What follows belongs to an exercise in optimizing a design on an open flow for small area and a short achievable clock period; a production flow would make more cautious choices.

## cedar
Design loadStoreUnit, start of the top module:
module loadStoreUnit #(
    parameter int unsigned TimerStep = 1
) (
    input  logic clk,
    input  logic arstN,
    input  logic reqValid,
    input  logic reqWrite,
    input  rvMemPkg::widthCode reqWidth,
    input  logic [rvMemPkg::xlen-1:0] reqAddr,
    input  logic [rvMemPkg::xlen-1:0] reqWdata,
    input  logic [rvMemPkg::xlen-1:0] rdataMem,
    input  logic memStall,
    output logic busy,
    output logic done,
    output logic [rvMemPkg::xlen-1:0] rdData,
    output logic [rvMemPkg::xlen-1:0] address,
    output logic weMem,
    output logic reMem,
    output logic [rvMemPkg::xlen-1:0] wdataMem,
    output logic [rvMemPkg::maskWidth-1:0] wmaskMem,
    output logic timerIrq
);
For scale: ~410 I/O pins, about 22000 um2 of cells after synthesis.
clock: 4.1 ns
lec_check: 0
cap_margin: 20
core_margin: 2
core_utilization: 55
cts_buf_list: sky130_fd_sc_hd__clkbuf_8
cts_cluster_diameter: 70
cts_cluster_size: 12
setup_slack_margin: 1.8
slew_margin: 20
synth_hierarchical: 1
standard.sh (not shown) runs the stock make flow with config.mk's settings and CLKGATE_MAP_FILE= SYNTH_SCRIPT=/design/flow/synth_recipe.tcl, a recipe that flattens the netlist after the stock synthesis.
==> flow/flow/run.sh <==
#!/bin/bash
# The standard layout, with plain buffers on the ports instead of the
# delay cells buffer_ports picks by default. Every port still gets a buffer.
set -euo pipefail
export BUFFER_PORTS_ARGS="-buffer_cell sky130_fd_sc_hd__buf_1"
bash standard.sh > standard.log 2>&1
cedar ran to completion and came out clean on the timing, design-rule and antenna checks.
The following lists how maple was set up differently from cedar:
--- a/flow/design.v
+++ b/flow/design.v
@@ -41,16 +41,17 @@
     output logic weMem,
     output logic reMem,
     output logic [rvMemPkg::xlen-1:0] heldAddr,
     output logic [rvMemPkg::xlen-1:0] heldWdata,
     output logic [rvMemPkg::maskWidth-1:0] heldMask,
     output logic [1:0] heldSize,
     output logic [2:0] loadBase,
     output logic [7:0] loadExtSel,
+    output logic [2:0] loadSource,           
     output logic captureLoad,
     output logic timerRead,
     output logic timerReadMtime,             
     output logic timerReadMtimecmp,          
     output logic writeMtime,
     output logic writeMtimecmp,
     output logic acceptMtimecmpWrite,
     output logic [3:0] notLoadMtimecmp       
@@ -106,16 +107,17 @@
     assign signExt = !reqWidth[2] && !isDouble;
     for (genvar k = 0; k < 8; k++) begin : gExtSel
         assign extSel[k] = signExt && (top == 3'(k));
     end
     always_ff @(posedge clk) begin
         if (!busy) begin
             loadBase <= base;
             loadExtSel <= extSel;
+            loadSource <= {hitMtimecmp, hitMtime, !isTimer};
             heldAddr <= reqAddr;
             heldWdata <= fmtData;
             heldMask <= fmtMask;
             heldSize <= reqWidth[1:0];
         end
     end
     always_ff @(posedge clk or negedge arstN) begin
         if (!arstN) begin
@@ -266,16 +268,17 @@
     input  logic clk,
     input  logic arstN,
     input  logic [2:0] base,                 
     input  logic [1:0] size,
     input  logic [7:0] extSel,               
     input  logic captureLoad,
     input  logic timerReadMtime,
     input  logic timerReadMtimecmp,
+    input  logic [2:0] source,               
     input  logic [rvMemPkg::xlen-1:0] rdataMem,
     input  logic [rvMemPkg::xlen-1:0] mtime,
     input  logic [rvMemPkg::xlen-1:0] mtimecmp,
     output logic [rvMemPkg::xlen-1:0] rdData
 );
     logic [7:0][7:0] memBytes;
     logic [7:0][7:0] mtimeBytes;
     logic [7:0][7:0] mtimecmpBytes;
@@ -300,28 +303,28 @@
     assign atLeastWord = size[1];
     assign isDouble = (size == 2'd3);
     for (genvar k = 0; k < 8; k++) begin : gTops
         assign memTops[k] = rdataMem[8*k+7];
         assign mtimeTops[k] = mtime[8*k+7];
         assign mtimecmpTops[k] = mtimecmp[8*k+7];
     end
     assign memExt = |(extSel & memTops);
-    assign timerExt = (timerReadMtimecmp && |(extSel & mtimecmpTops)) ||
-                      (timerReadMtime && |(extSel & mtimeTops));
-    assign ext = timerExt || (!timerRead && memExt);
+    assign timerExt = (source[2] && |(extSel & mtimecmpTops)) ||
+                      (source[1] && |(extSel & mtimeTops));
+    assign ext = timerExt || (source[0] && memExt);
     assign memLane[0] = memBytes[base];
     assign memLane[1] = memBytes[{base[2:1], 1'b1}];
     assign memLane[2] = memBytes[{base[2], 2'b10}];
     assign memLane[3] = memBytes[{base[2], 2'b11}];
     assign memLane[7:4] = memBytes[7:4];
     for (genvar k = 0; k < 8; k++) begin : gLane
-        assign lane[k] = ({8{timerReadMtime}} & mtimeBytes[k]) |
-                         ({8{timerReadMtimecmp}} & mtimecmpBytes[k]) |
-                         ({8{!timerRead}} & memLane[k]);
+        assign lane[k] = ({8{source[1]}} & mtimeBytes[k]) |
+                         ({8{source[2]}} & mtimecmpBytes[k]) |
+                         ({8{source[0]}} & memLane[k]);
     end
     assign res[0] = lane[0];
     assign res[1] = atLeastHalf ? lane[1] : {8{ext}};
     assign res[2] = atLeastWord ? lane[2] : {8{ext}};
     assign res[3] = atLeastWord ? lane[3] : {8{ext}};
     assign res[4] = isDouble ? lane[4] : {8{ext}};
     assign res[5] = isDouble ? lane[5] : {8{ext}};
     assign res[6] = isDouble ? lane[6] : {8{ext}};
@@ -725,16 +728,17 @@
     output logic timerIrq
 );
     logic [rvMemPkg::xlen-1:0] heldAddr;
     logic [rvMemPkg::xlen-1:0] heldWdata;
     logic [rvMemPkg::maskWidth-1:0] heldMask;
     logic [1:0] heldSize;
     logic [2:0] loadBase;
     logic [7:0] loadExtSel;
+    logic [2:0] loadSource;
     logic captureLoad;
     logic timerRead;
     logic timerReadMtime;
     logic timerReadMtimecmp;
     logic writeMtime;
     logic writeMtimecmp;
     logic acceptMtimecmpWrite;
     logic [3:0] notLoadMtimecmp;
@@ -754,16 +758,17 @@
         .weMem(weMem),
         .reMem(reMem),
         .heldAddr(heldAddr),
         .heldWdata(heldWdata),
         .heldMask(heldMask),
         .heldSize(heldSize),
         .loadBase(loadBase),
         .loadExtSel(loadExtSel),
+        .loadSource(loadSource),
         .captureLoad(captureLoad),
         .timerRead(timerRead),
         .timerReadMtime(timerReadMtime),
         .timerReadMtimecmp(timerReadMtimecmp),
         .writeMtime(writeMtime),
         .writeMtimecmp(writeMtimecmp),
         .acceptMtimecmpWrite(acceptMtimecmpWrite),
         .notLoadMtimecmp(notLoadMtimecmp)
@@ -772,16 +777,17 @@
         .clk(clk),
         .arstN(arstN),
         .base(loadBase),
         .size(heldSize),
         .extSel(loadExtSel),
         .captureLoad(captureLoad),
         .timerReadMtime(timerReadMtime),
         .timerReadMtimecmp(timerReadMtimecmp),
+        .source(loadSource),
         .rdataMem(rdataMem),
         .mtime(mtime),
         .mtimecmp(mtimecmp),
         .rdData(rdData)
     );
     mmioTimer #(
         .TimerStep(TimerStep)
     ) uMmioTimer (
Results
Of maple and cedar, the higher first-pass GRT wire length belongs to cedar. Comparing maple and cedar, sequential share of layout area is lower on maple. In maple, the setup slack came out 46 ps below the value in cedar. [maple] met2 usage in global routing fell 2.1 points relative to cedar. Compared with cedar, maple shows a worst hold slack that is 79 ps lower. Run comparison: cedar critical path capture point uMmioTimer.mtime[16]$_DFF_PN0_; maple critical path capture point uMmioTimer.mtime[54]$_DFF_PN0_. The number of antenna diodes in maple sits 1 above the value recorded for cedar.
No functional check of the RTL was part of any run of this note.

-- port drivers added, routing unchanged --
The flow's constraints put no driver on any port. The routed layouts listed below were extracted and timed again, unchanged, in two steps. Step 1 assumes that a clkbuf_16 drives the clock port and a buf_2 every other input. Step 2 moves the port delays by t, midway between the first and last clock arrival at a register: inputs arrive t later, outputs are due t later. That takes back most of the time a late clock gives input paths. Slacks: ideal / step 1 / step 2; pairs: ideal / step 1.
run	shift t [ns]	setup slack, ns	hold slack, ns	cell pins on the clock port's net
cedar	0.667	1.808 / 1.808 / 1.238	0.339 / 0.310 / 0.488	1
maple	0.687	1.762 / 1.762 / 1.210	0.260 / 0.228 / 0.509	1
After both steps setup and hold are still met in every run listed. The setup slack of cedar, which loses most, moves by 0.000 ns with the drivers and by -0.570 ns with both steps.
